Source: an optimization exercise on an open RTL-to-GDS flow (aim: small area). Production flows keep margins and buffers that such runs may drop. In this exercise RTL edits were held to simulation tests only and were not proved equivalent to the original. Power and IR drop assume default switching activity.

==> job 1755 <==
==> flow/design.v <==
`timescale 1ns/1ps
module fsmc_regs_top (
    input  logic                      clk,
    input  logic                      rst_n,
    input  logic                      nadv,
    input  logic                      nwe,
    input  logic                      noe,
    input  logic [18-1:0] ad_bus,
    output logic [18-1:0] ad_drive,
    output logic                      ad_drive_en
);
    localparam int dw    = 16;
    localparam int len   = 7;        
    localparam int rings = 10;
    logic          nadv_s, nwe_s;    
    logic [3:0]    noe_hist;         
    logic          en_q;
    logic [2:0]    phase;            
    logic          clr;              
    logic [5:0]    addr_q;           
    logic [5:0]    waddr_q;          
    logic [dw-1:0] wdata_q;          
    logic          wpend;
    logic [dw-1:0] rdata_q;
    logic          wr_end;
    logic [rings-1:0] wsel;          
    logic [dw-1:0] tap [rings];
    logic [dw-1:0] head [rings];     
    logic [dw-1:0] rword;
    logic [rings-1:0] rsel;
    logic [2:0]    phase_p;          
    logic          rhit;
    logic          en_d, cap;
    function automatic logic [rings-1:0] at_tap(input logic [5:0] k, input logic [2:0] ph);
        at_tap = '0;
        if (k[2:0] != 3'd7)
            at_tap[k[5:3]] = (ph == k[2:0]);
        else if (k[5:3] != 3'd7)
            at_tap[8] = (ph == k[5:3]);
        else
            at_tap[9] = 1'b1;
    endfunction
    always_ff @(posedge clk or negedge rst_n) begin
        if (!rst_n) begin
            nadv_s   <= 1'b1;
            nwe_s    <= 1'b1;
            noe_hist <= '0;
            en_q     <= 1'b0;
        end else begin
            nadv_s   <= nadv;
            nwe_s    <= nwe;
            noe_hist <= {noe_hist[2:0], ~noe};
            en_q     <= en_d;
        end
    end
    always_ff @(posedge clk) begin
        if (!nadv)
            addr_q <= {ad_bus[17:16], ad_bus[3:0]};
    end
    always_ff @(posedge clk or negedge rst_n) begin
        if (!rst_n) begin
            phase <= '0;
            clr   <= 1'b1;
        end else begin
            phase <= (phase == 3'(len - 1)) ? '0 : phase + 1'b1;
            if (phase == 3'(len - 1))
                clr <= 1'b0;
        end
    end
    assign wr_end = nwe && !nwe_s;
    assign wsel   = wpend ? at_tap(waddr_q, phase) : '0;
    always_ff @(posedge clk) begin
        if (wr_end)
            waddr_q <= addr_q;
    end
    always_ff @(posedge clk or negedge rst_n) begin
        if (!rst_n) begin
            wdata_q <= '0;    
            wpend   <= 1'b0;
        end else begin
            if (wr_end)
                wdata_q <= ad_bus[dw-1:0];
            wpend <= wr_end || (wpend && !(|wsel));
        end
    end
    for (genvar r = 0; r < rings; r++) begin : g_ring
        localparam int n = (r == rings - 1) ? 1 : len;
        logic [n*dw-1:0] q;
        logic            we;
        assign we      = clr || wsel[r];
        assign tap[r]  = we ? wdata_q : q[n*dw-1 -: dw];
        assign head[r] = q[dw-1:0];
        always_ff @(posedge clk) begin
            if (n == 1)
                q <= tap[r];
            else
                q <= {q[n*dw-dw-1:0], tap[r]};
        end
    end
    assign phase_p = (phase == 3'd0) ? 3'(len - 1) : phase - 1'b1;
    assign rhit    = |at_tap(addr_q, phase_p);
    fsmc_ring_sel ring_sel_i (
        .k   (addr_q),
        .sel (rsel)
    );
    fsmc_word_mux word_mux_i (
        .sel   (rsel),
        .words ({head[9], head[8], head[7], head[6], head[5], head[4], head[3], head[2], head[1], head[0]}),
        .word  (rword)
    );
    assign en_d = |noe_hist[3:1];
    assign cap  = rhit && !(en_d && !nadv_s);
    always_ff @(posedge clk) begin
        if (cap)
            rdata_q <= rword;
    end
    assign ad_drive    = {2'b00, rdata_q};
    assign ad_drive_en = en_q;
endmodule
module fsmc_ring_sel (
    input  logic [5:0] k,
    output logic [9:0] sel
);
    always_comb begin
        sel = '0;
        if (k[2:0] != 3'd7)
            sel[k[5:3]] = 1'b1;
        else if (k[5:3] != 3'd7)
            sel[8] = 1'b1;
        else
            sel[9] = 1'b1;
    end
endmodule
module fsmc_word_mux (
    input  logic [9:0]       sel,
    input  logic [10*16-1:0] words,
    output logic [15:0]      word
);
    for (genvar i = 0; i < 16; i++) begin : g_bit
        logic [2:0] g;
        for (genvar j = 0; j < 3; j++) begin : g_grp
            fsmc_aoi222 aoi (
                .a1 (sel[3*j]),   .a2 (words[(3*j)*16 + i]),
                .b1 (sel[3*j+1]), .b2 (words[(3*j+1)*16 + i]),
                .c1 (sel[3*j+2]), .c2 (words[(3*j+2)*16 + i]),
                .y  (g[j])
            );
        end
        fsmc_nand3_andn fin (
            .a  (g[0]),
            .b  (g[1]),
            .c  (g[2]),
            .d1 (sel[9]),
            .d2 (words[9*16 + i]),
            .y  (word[i])
        );
    end
endmodule
module fsmc_aoi222 (
    input  logic a1, a2, b1, b2, c1, c2,
    output logic y
);
    assign y = !((a1 && a2) || (b1 && b2) || (c1 && c2));
endmodule
module fsmc_nand3_andn (
    input  logic a, b, c, d1, d2,
    output logic y
);
    assign y = !(a && b && c && !(d1 && d2));
endmodule
==> flow/flow/run.sh <==
#!/bin/bash
# The standard layout (standard.sh) with three changes:
#  - synthesis and repair may use only drive strength 1 logic cells (buffers, inverters,
#    flip-flops and clock cells are not restricted): extra_dont_use.txt is added to the
#    platform's don't-use list
#  - ports are buffered with buf_1
#  - clock tree: clkbuf_8 leaf clusters of up to 22 sinks within 70 um, no dummy loads
set -euo pipefail
PLAT=$(make -s -C "$FLOW_HOME" DESIGN_CONFIG="$FLOW_CONFIG" WORK_HOME="$PWD/orfs" print-DONT_USE_CELLS 2>/dev/null | sed -n 's/^DONT_USE_CELLS: //p')
export DU="$PLAT $(cat flow/extra_dont_use.txt)"
export BUFFER_PORTS_ARGS="-buffer_cell sky130_fd_sc_hd__buf_1"
export CTS_ARGS="-sink_clustering_enable -repair_clock_nets -sink_clustering_size 21 -sink_clustering_max_diameter 80 -buf_list sky130_fd_sc_hd__clkbuf_8 -dont_use_dummy_load"
sed 's|"\${@:-finish}"|"DONT_USE_CELLS=$DU" "${@:-finish}"|' standard.sh > standard_du.sh
grep -q 'DONT_USE_CELLS=\$DU' standard_du.sh
echo "$DU" > dont_use.log
bash standard_du.sh > standard.log 2>&1
==> flow/flow/extra_dont_use.txt <==
sky130_fd_sc_hd__a2111o_2 sky130_fd_sc_hd__a2111o_4 sky130_fd_sc_hd__a2111oi_2 sky130_fd_sc_hd__a2111oi_4 sky130_fd_sc_hd__a211o_2 sky130_fd_sc_hd__a211o_4 sky130_fd_sc_hd__a211oi_2 sky130_fd_sc_hd__a211oi_4 sky130_fd_sc_hd__a21bo_2 sky130_fd_sc_hd__a21bo_4 sky130_fd_sc_hd__a21boi_2 sky130_fd_sc_hd__a21boi_4 sky130_fd_sc_hd__a21o_2 sky130_fd_sc_hd__a21o_4 sky130_fd_sc_hd__a21oi_2 sky130_fd_sc_hd__a21oi_4 sky130_fd_sc_hd__a221o_2 sky130_fd_sc_hd__a221o_4 sky130_fd_sc_hd__a221oi_2 sky130_fd_sc_hd__a221oi_4 sky130_fd_sc_hd__a22o_2 sky130_fd_sc_hd__a22o_4 sky130_fd_sc_hd__a22oi_2 sky130_fd_sc_hd__a22oi_4 sky130_fd_sc_hd__a2bb2o_2 sky130_fd_sc_hd__a2bb2o_4 sky130_fd_sc_hd__a2bb2oi_2 sky130_fd_sc_hd__a2bb2oi_4 sky130_fd_sc_hd__a311o_2 sky130_fd_sc_hd__a311o_4 sky130_fd_sc_hd__a311oi_2 sky130_fd_sc_hd__a311oi_4 sky130_fd_sc_hd__a31o_2 sky130_fd_sc_hd__a31o_4 sky130_fd_sc_hd__a31oi_2 sky130_fd_sc_hd__a31oi_4 sky130_fd_sc_hd__a32o_2 sky130_fd_sc_hd__a32o_4 sky130_fd_sc_hd__a32oi_2 sky130_fd_sc_hd__a32oi_4 sky130_fd_sc_hd__a41o_2 sky130_fd_sc_hd__a41o_4 sky130_fd_sc_hd__a41oi_2 sky130_fd_sc_hd__a41oi_4 sky130_fd_sc_hd__and2_2 sky130_fd_sc_hd__and2_4 sky130_fd_sc_hd__and2b_2 sky130_fd_sc_hd__and2b_4 sky130_fd_sc_hd__and3_2 sky130_fd_sc_hd__and3_4 sky130_fd_sc_hd__and3b_2 sky130_fd_sc_hd__and3b_4 sky130_fd_sc_hd__and4_2 sky130_fd_sc_hd__and4_4 sky130_fd_sc_hd__and4b_2 sky130_fd_sc_hd__and4b_4 sky130_fd_sc_hd__and4bb_2 sky130_fd_sc_hd__and4bb_4 sky130_fd_sc_hd__fa_2 sky130_fd_sc_hd__fa_4 sky130_fd_sc_hd__ha_2 sky130_fd_sc_hd__ha_4 sky130_fd_sc_hd__maj3_2 sky130_fd_sc_hd__maj3_4 sky130_fd_sc_hd__mux2_2 sky130_fd_sc_hd__mux2_4 sky130_fd_sc_hd__mux2_8 sky130_fd_sc_hd__mux2i_2 sky130_fd_sc_hd__mux2i_4 sky130_fd_sc_hd__mux4_2 sky130_fd_sc_hd__mux4_4 sky130_fd_sc_hd__nand2_2 sky130_fd_sc_hd__nand2_4 sky130_fd_sc_hd__nand2_8 sky130_fd_sc_hd__nand2b_2 sky130_fd_sc_hd__nand2b_4 sky130_fd_sc_hd__nand3_2 sky130_fd_sc_hd__nand3_4 sky130_fd_sc_hd__nand3b_2 sky130_fd_sc_hd__nand3b_4 sky130_fd_sc_hd__nand4_2 sky130_fd_sc_hd__nand4_4 sky130_fd_sc_hd__nand4b_2 sky130_fd_sc_hd__nand4b_4 sky130_fd_sc_hd__nand4bb_2 sky130_fd_sc_hd__nand4bb_4 sky130_fd_sc_hd__nor2_2 sky130_fd_sc_hd__nor2_4 sky130_fd_sc_hd__nor2_8 sky130_fd_sc_hd__nor2b_2 sky130_fd_sc_hd__nor2b_4 sky130_fd_sc_hd__nor3_2 sky130_fd_sc_hd__nor3_4 sky130_fd_sc_hd__nor3b_2 sky130_fd_sc_hd__nor3b_4 sky130_fd_sc_hd__nor4_2 sky130_fd_sc_hd__nor4_4 sky130_fd_sc_hd__nor4b_2 sky130_fd_sc_hd__nor4b_4 sky130_fd_sc_hd__nor4bb_2 sky130_fd_sc_hd__nor4bb_4 sky130_fd_sc_hd__o2111a_2 sky130_fd_sc_hd__o2111a_4 sky130_fd_sc_hd__o2111ai_2 sky130_fd_sc_hd__o2111ai_4 sky130_fd_sc_hd__o211a_2 sky130_fd_sc_hd__o211a_4 sky130_fd_sc_hd__o211ai_2 sky130_fd_sc_hd__o211ai_4 sky130_fd_sc_hd__o21a_2 sky130_fd_sc_hd__o21a_4 sky130_fd_sc_hd__o21ai_2 sky130_fd_sc_hd__o21ai_4 sky130_fd_sc_hd__o21ba_2 sky130_fd_sc_hd__o21ba_4 sky130_fd_sc_hd__o21bai_2 sky130_fd_sc_hd__o21bai_4 sky130_fd_sc_hd__o221a_2 sky130_fd_sc_hd__o221a_4 sky130_fd_sc_hd__o221ai_2 sky130_fd_sc_hd__o221ai_4 sky130_fd_sc_hd__o22a_2 sky130_fd_sc_hd__o22a_4 sky130_fd_sc_hd__o22ai_2 sky130_fd_sc_hd__o22ai_4 sky130_fd_sc_hd__o2bb2a_2 sky130_fd_sc_hd__o2bb2a_4 sky130_fd_sc_hd__o2bb2ai_2 sky130_fd_sc_hd__o2bb2ai_4 sky130_fd_sc_hd__o311a_2 sky130_fd_sc_hd__o311a_4 sky130_fd_sc_hd__o311ai_2 sky130_fd_sc_hd__o311ai_4 sky130_fd_sc_hd__o31a_2 sky130_fd_sc_hd__o31a_4 sky130_fd_sc_hd__o31ai_2 sky130_fd_sc_hd__o31ai_4 sky130_fd_sc_hd__o32a_2 sky130_fd_sc_hd__o32a_4 sky130_fd_sc_hd__o32ai_2 sky130_fd_sc_hd__o32ai_4 sky130_fd_sc_hd__o41a_2 sky130_fd_sc_hd__o41a_4 sky130_fd_sc_hd__o41ai_2 sky130_fd_sc_hd__o41ai_4 sky130_fd_sc_hd__or2_2 sky130_fd_sc_hd__or2_4 sky130_fd_sc_hd__or2b_2 sky130_fd_sc_hd__or2b_4 sky130_fd_sc_hd__or3_2 sky130_fd_sc_hd__or3_4 sky130_fd_sc_hd__or3b_2 sky130_fd_sc_hd__or3b_4 sky130_fd_sc_hd__or4_2 sky130_fd_sc_hd__or4_4 sky130_fd_sc_hd__or4b_2 sky130_fd_sc_hd__or4b_4 sky130_fd_sc_hd__or4bb_2 sky130_fd_sc_hd__or4bb_4 sky130_fd_sc_hd__sedfxbp_2 sky130_fd_sc_hd__sedfxtp_2 sky130_fd_sc_hd__sedfxtp_4 sky130_fd_sc_hd__xnor2_2 sky130_fd_sc_hd__xnor2_4 sky130_fd_sc_hd__xnor3_2 sky130_fd_sc_hd__xnor3_4 sky130_fd_sc_hd__xor2_2 sky130_fd_sc_hd__xor2_4 sky130_fd_sc_hd__xor3_2 sky130_fd_sc_hd__xor3_4
==> flow/standard.sh <==
#!/bin/bash
# synth_recipe.tcl (not shown) runs the flow's synth.tcl, then flattens the netlist and writes it again
# the make line also repeats each setting of config.mk as NAME=value (left out here)
make -C /OpenROAD-flow-scripts/flow DESIGN_CONFIG=/design/flow/config.mk WORK_HOME=/design/flow/orfs CLKGATE_MAP_FILE= SYNTH_SCRIPT=/design/flow/synth_recipe.tcl "${@:-finish}"
==> flow/config.mk <==
export PLATFORM = sky130hd
export DESIGN_NAME = fsmc_regs_top
export DESIGN_NICKNAME = fsmc_regs_top
export VERILOG_FILES = /design/flow/design.v
export SDC_FILE = /design/flow/constraint.sdc
export NUM_CORES = 4
export LEC_CHECK = 0
export CAP_MARGIN = 20
export CORE_MARGIN = 2
export CORE_UTILIZATION = 75
export SLEW_MARGIN = 20
export SYNTH_HIERARCHICAL = 1
==> flow/constraint.sdc <==
create_clock -name core_clock -period 5.0 [get_ports {clk}]
set_input_delay 1.0000 -clock core_clock [delete_from_list [all_inputs] [get_ports {clk}]]
set_output_delay 1.0000 -clock core_clock [all_outputs]
set_load 0.01 [all_outputs]
==> inputs of job 1995, as changes to job 1755 <==
--- a/flow/design.v
+++ b/flow/design.v
@@ -17,4 +17,5 @@
     logic          en_q;
     logic [2:0]    phase;            
+    logic          fb, last;
     logic          clr;              
     logic [5:0]    addr_q;           
@@ -24,5 +25,6 @@
     logic [dw-1:0] rdata_q;
     logic          wr_end;
-    logic [rings-1:0] wsel;          
+    logic          wsel;             
+    logic [rings-1:0] we;            
     logic [dw-1:0] tap [rings];
     logic [dw-1:0] head [rings];     
@@ -32,13 +34,4 @@
     logic          rhit;
     logic          en_d, cap;
-    function automatic logic [rings-1:0] at_tap(input logic [5:0] k, input logic [2:0] ph);
-        at_tap = '0;
-        if (k[2:0] != 3'd7)
-            at_tap[k[5:3]] = (ph == k[2:0]);
-        else if (k[5:3] != 3'd7)
-            at_tap[8] = (ph == k[5:3]);
-        else
-            at_tap[9] = 1'b1;
-    endfunction
     always_ff @(posedge clk or negedge rst_n) begin
         if (!rst_n) begin
@@ -58,4 +51,6 @@
             addr_q <= {ad_bus[17:16], ad_bus[3:0]};
     end
+    fsmc_xnor2 ph_fb   (.a (phase[2]), .b (phase[1]), .y (fb));
+    fsmc_nor3b ph_last (.a (phase[1]), .b (phase[0]), .c_n (phase[2]), .y (last));
     always_ff @(posedge clk or negedge rst_n) begin
         if (!rst_n) begin
@@ -63,11 +58,18 @@
             clr   <= 1'b1;
         end else begin
-            phase <= (phase == 3'(len - 1)) ? '0 : phase + 1'b1;
-            if (phase == 3'(len - 1))
+            phase <= {phase[1:0], fb};
+            if (last)
                 clr <= 1'b0;
         end
     end
     assign wr_end = nwe && !nwe_s;
-    assign wsel   = wpend ? at_tap(waddr_q, phase) : '0;
+    fsmc_write_sel write_sel_i (
+        .k     (waddr_q),
+        .ph    (phase),
+        .wpend (wpend),
+        .clr   (clr),
+        .wsel  (wsel),
+        .we    (we)
+    );
     always_ff @(posedge clk) begin
         if (wr_end)
@@ -81,5 +83,5 @@
             if (wr_end)
                 wdata_q <= ad_bus[dw-1:0];
-            wpend <= wr_end || (wpend && !(|wsel));
+            wpend <= wr_end || (wpend && !wsel);
         end
     end
@@ -87,7 +89,5 @@
         localparam int n = (r == rings - 1) ? 1 : len;
         logic [n*dw-1:0] q;
-        logic            we;
-        assign we      = clr || wsel[r];
-        assign tap[r]  = we ? wdata_q : q[n*dw-1 -: dw];
+        assign tap[r]  = we[r] ? wdata_q : q[n*dw-1 -: dw];
         assign head[r] = q[dw-1:0];
         always_ff @(posedge clk) begin
@@ -98,8 +98,10 @@
         end
     end
-    assign phase_p = (phase == 3'd0) ? 3'(len - 1) : phase - 1'b1;
-    assign rhit    = |at_tap(addr_q, phase_p);
-    fsmc_ring_sel ring_sel_i (
+    fsmc_xnor2 ph_prev (.a (phase[0]), .b (phase[2]), .y (phase_p[2]));
+    assign phase_p[1:0] = phase[2:1];
+    fsmc_read_sel read_sel_i (
         .k   (addr_q),
+        .ph  (phase_p),
+        .hit (rhit),
         .sel (rsel)
     );
@@ -118,18 +120,89 @@
     assign ad_drive_en = en_q;
 endmodule
-module fsmc_ring_sel (
+module fsmc_tap_hit (
     input  logic [5:0] k,
+    input  logic [2:0] ph,
+    output logic       hit,
+    output logic       lo7,
+    output logic       hi7
+);
+    logic [2:0] pos, x;
+    logic       eq, k63;
+    fsmc_and3 a_lo (.a (k[0]), .b (k[1]), .c (k[2]), .y (lo7));
+    fsmc_and3 a_hi (.a (k[3]), .b (k[4]), .c (k[5]), .y (hi7));
+    for (genvar i = 0; i < 3; i++) begin : g_b
+        fsmc_mux2  m (.s (lo7), .a0 (k[i]), .a1 (k[3+i]), .y (pos[i]));
+        fsmc_xnor2 e (.a (ph[i]), .b (pos[i]), .y (x[i]));
+    end
+    fsmc_and3 a_eq  (.a (x[0]), .b (x[1]), .c (x[2]), .y (eq));
+    fsmc_and2 a_63  (.a (lo7), .b (hi7), .y (k63));
+    fsmc_or2  o_hit (.a (eq), .b (k63), .y (hit));
+endmodule
+module fsmc_read_sel (
+    input  logic [5:0] k,
+    input  logic [2:0] ph,
+    output logic       hit,
     output logic [9:0] sel
 );
-    always_comb begin
-        sel = '0;
-        if (k[2:0] != 3'd7)
-            sel[k[5:3]] = 1'b1;
-        else if (k[5:3] != 3'd7)
-            sel[8] = 1'b1;
-        else
-            sel[9] = 1'b1;
-    end
-endmodule
+    logic       lo7, hi7;
+    logic [2:0] hn;
+    fsmc_tap_hit th (.k (k), .ph (ph), .hit (hit), .lo7 (lo7), .hi7 (hi7));
+    for (genvar i = 0; i < 3; i++) begin : g_n
+        fsmc_inv n (.a (k[3+i]), .y (hn[i]));
+    end
+    for (genvar r = 0; r < 8; r++) begin : g_r
+        fsmc_nor4 d (
+            .a (lo7),
+            .b (r[0] ? hn[0] : k[3]),
+            .c (r[1] ? hn[1] : k[4]),
+            .d (r[2] ? hn[2] : k[5]),
+            .y (sel[r])
+        );
+    end
+    fsmc_and2b a8 (.a_n (hi7), .b (lo7), .y (sel[8]));
+    fsmc_and2  a9 (.a (hi7), .b (lo7), .y (sel[9]));
+endmodule
+module fsmc_write_sel (
+    input  logic [5:0] k,
+    input  logic [2:0] ph,
+    input  logic       wpend,
+    input  logic       clr,
+    output logic       wsel,
+    output logic [9:0] we
+);
+    logic       hit, lo7, hi7, g, g8, g9;
+    logic [2:0] hn;
+    fsmc_tap_hit th (.k (k), .ph (ph), .hit (hit), .lo7 (lo7), .hi7 (hi7));
+    fsmc_and2  a_w (.a (wpend), .b (hit), .y (wsel));
+    fsmc_and2b a_g (.a_n (lo7), .b (wsel), .y (g));
+    for (genvar i = 0; i < 3; i++) begin : g_n
+        fsmc_inv n (.a (k[3+i]), .y (hn[i]));
+    end
+    for (genvar r = 0; r < 8; r++) begin : g_r
+        fsmc_a41o d (
+            .a1 (g),
+            .a2 (r[0] ? k[3] : hn[0]),
+            .a3 (r[1] ? k[4] : hn[1]),
+            .a4 (r[2] ? k[5] : hn[2]),
+            .b1 (clr),
+            .x  (we[r])
+        );
+    end
+    fsmc_and3b a_8 (.a_n (hi7), .b (lo7), .c (wsel), .y (g8));
+    fsmc_or2   o_8 (.a (g8), .b (clr), .y (we[8]));
+    fsmc_a31o  o_9 (.a1 (wsel), .a2 (lo7), .a3 (hi7), .b1 (clr), .x (we[9]));
+endmodule
+module fsmc_inv   (input logic a, output logic y); assign y = !a; endmodule
+module fsmc_and2  (input logic a, b, output logic y); assign y = a && b; endmodule
+module fsmc_and2b (input logic a_n, b, output logic y); assign y = !a_n && b; endmodule
+module fsmc_or2   (input logic a, b, output logic y); assign y = a || b; endmodule
+module fsmc_and3  (input logic a, b, c, output logic y); assign y = a && b && c; endmodule
+module fsmc_and3b (input logic a_n, b, c, output logic y); assign y = !a_n && b && c; endmodule
+module fsmc_nor4  (input logic a, b, c, d, output logic y); assign y = !(a || b || c || d); endmodule
+module fsmc_xnor2 (input logic a, b, output logic y); assign y = a == b; endmodule
+module fsmc_nor3b (input logic a, b, c_n, output logic y); assign y = !a && !b && c_n; endmodule
+module fsmc_mux2  (input logic s, a0, a1, output logic y); assign y = s ? a1 : a0; endmodule
+module fsmc_a41o  (input logic a1, a2, a3, a4, b1, output logic x); assign x = (a1 && a2 && a3 && a4) || b1; endmodule
+module fsmc_a31o  (input logic a1, a2, a3, b1, output logic x); assign x = (a1 && a2 && a3) || b1; endmodule
 module fsmc_word_mux (
     input  logic [9:0]       sel,
--- a/flow/flow/run.sh
+++ b/flow/flow/run.sh
@@ -5,5 +5,5 @@
 #    platform's don't-use list
 #  - ports are buffered with buf_1
-#  - clock tree: clkbuf_8 leaf clusters of up to 22 sinks within 70 um, no dummy loads
+#  - clock tree: clkbuf_8 leaf clusters of up to 21 sinks within 80 um, no dummy loads
 set -euo pipefail
 PLAT=$(make -s -C "$FLOW_HOME" DESIGN_CONFIG="$FLOW_CONFIG" WORK_HOME="$PWD/orfs" print-DONT_USE_CELLS 2>/dev/null | sed -n 's/^DONT_USE_CELLS: //p')
==> inputs of job 5717, as changes to job 1755 <==
--- a/flow/design.v
+++ b/flow/design.v
@@ -22,4 +22,5 @@
     logic [dw-1:0] wdata_q;          
     logic          wpend;
+    logic          rpend;            
     logic [dw-1:0] rdata_q;
     logic          wr_end;
@@ -31,5 +32,4 @@
     logic [2:0]    phase_p;          
     logic          rhit;
-    logic          en_d, cap;
     function automatic logic [rings-1:0] at_tap(input logic [5:0] k, input logic [2:0] ph);
         at_tap = '0;
@@ -51,5 +51,5 @@
             nwe_s    <= nwe;
             noe_hist <= {noe_hist[2:0], ~noe};
-            en_q     <= en_d;
+            en_q     <= |noe_hist[3:1];
         end
     end
@@ -109,8 +109,12 @@
         .word  (rword)
     );
-    assign en_d = |noe_hist[3:1];
-    assign cap  = rhit && !(en_d && !nadv_s);
+    always_ff @(posedge clk or negedge rst_n) begin
+        if (!rst_n)
+            rpend <= 1'b0;
+        else
+            rpend <= (!nadv_s && nwe_s) || (rpend && !rhit);
+    end
     always_ff @(posedge clk) begin
-        if (cap)
+        if (rpend && rhit)
             rdata_q <= rword;
     end
@@ -133,38 +137,12 @@
 endmodule
 module fsmc_word_mux (
-    input  logic [9:0]       sel,
+    input  logic [9:0]     sel,
     input  logic [10*16-1:0] words,
-    output logic [15:0]      word
+    output logic [15:0]    word
 );
-    for (genvar i = 0; i < 16; i++) begin : g_bit
-        logic [2:0] g;
-        for (genvar j = 0; j < 3; j++) begin : g_grp
-            fsmc_aoi222 aoi (
-                .a1 (sel[3*j]),   .a2 (words[(3*j)*16 + i]),
-                .b1 (sel[3*j+1]), .b2 (words[(3*j+1)*16 + i]),
-                .c1 (sel[3*j+2]), .c2 (words[(3*j+2)*16 + i]),
-                .y  (g[j])
-            );
-        end
-        fsmc_nand3_andn fin (
-            .a  (g[0]),
-            .b  (g[1]),
-            .c  (g[2]),
-            .d1 (sel[9]),
-            .d2 (words[9*16 + i]),
-            .y  (word[i])
-        );
+    always_comb begin
+        word = '0;
+        for (int r = 0; r < 10; r++)
+            word = word | ({16{sel[r]}} & words[r*16 +: 16]);
     end
 endmodule
-module fsmc_aoi222 (
-    input  logic a1, a2, b1, b2, c1, c2,
-    output logic y
-);
-    assign y = !((a1 && a2) || (b1 && b2) || (c1 && c2));
-endmodule
-module fsmc_nand3_andn (
-    input  logic a, b, c, d1, d2,
-    output logic y
-);
-    assign y = !(a && b && c && !(d1 && d2));
-endmodule
==> flow/flow/run.sh (replaced) <==
#!/bin/bash
# The standard layout (standard.sh) with three changes:
#  - synthesis and repair may use only drive strength 1 logic cells (buffers, inverters,
#    flip-flops and clock cells are not restricted): extra_dont_use.txt is added to the
#    platform's don't-use list
#  - ports are buffered with buf_1
#  - clock tree: clkbuf_8 leaf clusters of up to 20 sinks, no dummy loads
set -euo pipefail
PLAT=$(make -s -C "$FLOW_HOME" DESIGN_CONFIG="$FLOW_CONFIG" WORK_HOME="$PWD/orfs" print-DONT_USE_CELLS 2>/dev/null | sed -n 's/^DONT_USE_CELLS: //p')
export DU="$PLAT $(cat flow/extra_dont_use.txt)"
export BUFFER_PORTS_ARGS="-buffer_cell sky130_fd_sc_hd__buf_1"
export CTS_ARGS="-sink_clustering_enable -repair_clock_nets -sink_clustering_size 20 -sink_clustering_max_diameter 100 -buf_list sky130_fd_sc_hd__clkbuf_8 -dont_use_dummy_load"
sed 's|"\${@:-finish}"|"DONT_USE_CELLS=$DU" "${@:-finish}"|' standard.sh > standard_du.sh
grep -q 'DONT_USE_CELLS=\$DU' standard_du.sh
echo "$DU" > dont_use.log
bash standard_du.sh > standard.log 2>&1
--- a/flow/config.mk
+++ b/flow/config.mk
@@ -8,5 +8,5 @@
 export CAP_MARGIN = 20
 export CORE_MARGIN = 2
-export CORE_UTILIZATION = 75
+export CORE_UTILIZATION = 85
 export SLEW_MARGIN = 20
 export SYNTH_HIERARCHICAL = 1
==> key figures <==
Layout
  • Largest register by flop count: g_ring.q
  • Number of fill cells: 1,816
  • Most frequent cells in the layout: 1,008 x dfxtp_1, 166 x mux2_1, 57 x clkbuf_8
  • Largest cell class by area: registers
  • Area of the multi-input gates: 0.00287 mm²

Global routing
  • GR peak layer: met1
  • Met1 usage: roughly 36%

STA
  • Max Fclk: between 200 and 300 MHz
  • Setup TNS: 0 ps
  • Final worst-path cycle share: about three quarters

Status
  • Status: timing/DRC/antenna clean

Critical path
  • Critical path arrival: between 4000 and 5000 ps
  • Reg2reg end: g_ring[4].q[8]

Logic synthesis
  • Cells after Synth: 1,422
  • Synth Area in XOR/XNOR: 0.277%

Pwr
  • P_sw: 2580 µW

Placed design
  • DPL Wire Length: 24.4 mm

Clocking
  • TritonCTS clock tree: yes
[end of results for job 1995]
==> key figures <==
Placed design
  • Placed Area: 0.0263 mm²
  • DPL Wire Length: approximately 30 mm
  • Gpl congestion: 0.820

Floorplanning
  • Boundary Pins: 42
  • Die Span Y: 179 µm

Logic synthesis
  • Yosys top cell area share: slightly below 80%
  • Cells after Synth: 1,501
  • Synth Area in XOR/XNOR: 0.237%
  • Yosys warns: 11
  • Syn_area_per_cell: approximately 17 µm²
  • Largest family of logic cells by synthesized area: multiplexers
  • Synth async-reset ratio: 2.68%

Status
  • Tool error: [ERROR DPL-0033] detailed placement checks failed during check placement.
  • Status: stopped before the end
  • Failing step: global routing (5_1_grt)
[end of results for job 5717]
==> key figures <==
Status
  • Status: timing/DRC/antenna clean

Global routing
  • Met1 usage: 34.4%
  • GR peak layer: met2

Layout
  • Largest cell class by area: registers
  • Most frequent cells in the layout: 1,008 x dfxtp_1, 161 x mux2_1, 57 x clkbuf_8
  • Number of fill cells: 1,713

Critical path
  • Critical path arrival: approximately 3400 ps
  • Reg2reg end: g_ring[5].q[2]

STA
  • Max Fclk: 349 MHz
  • Final worst-path cycle share: 57.3%
  • Setup TNS: 0 ps

Clocking
  • TritonCTS clock tree: yes

Pwr
  • P_sw: 2590 µW

Placed design
  • DPL Wire Length: 27.2 mm
[end of results for job 1755]

## afterwards: timing with drivers on the ports
No port has a modelled driver above. Below, the same layouts with a new extraction and two added sets of constraints. Step 1: set_driving_cell puts a clkbuf_16 on clk and a buf_2 on each other input, an assumption about the parent block. Step 2 moves the port delays by t, midway between the first and last clock arrival at a register: inputs arrive t later, outputs are due t later. That takes back most of the time a late clock gives input paths. Three values: ideal ports, drivers, drivers and shift; two values: the first two.
run	t, ns	slack for setup (ns)	worst hold slack (ns)	worst setup path after step 2
job 1755	0.722	2.137 / 2.137 / 2.137	0.284 / 0.284 / 0.284	register to register
job 1995	0.707	1.349 / 1.349 / 1.349	0.278 / 0.278 / 0.278	register to register
After both steps every run listed still meets setup and hold.
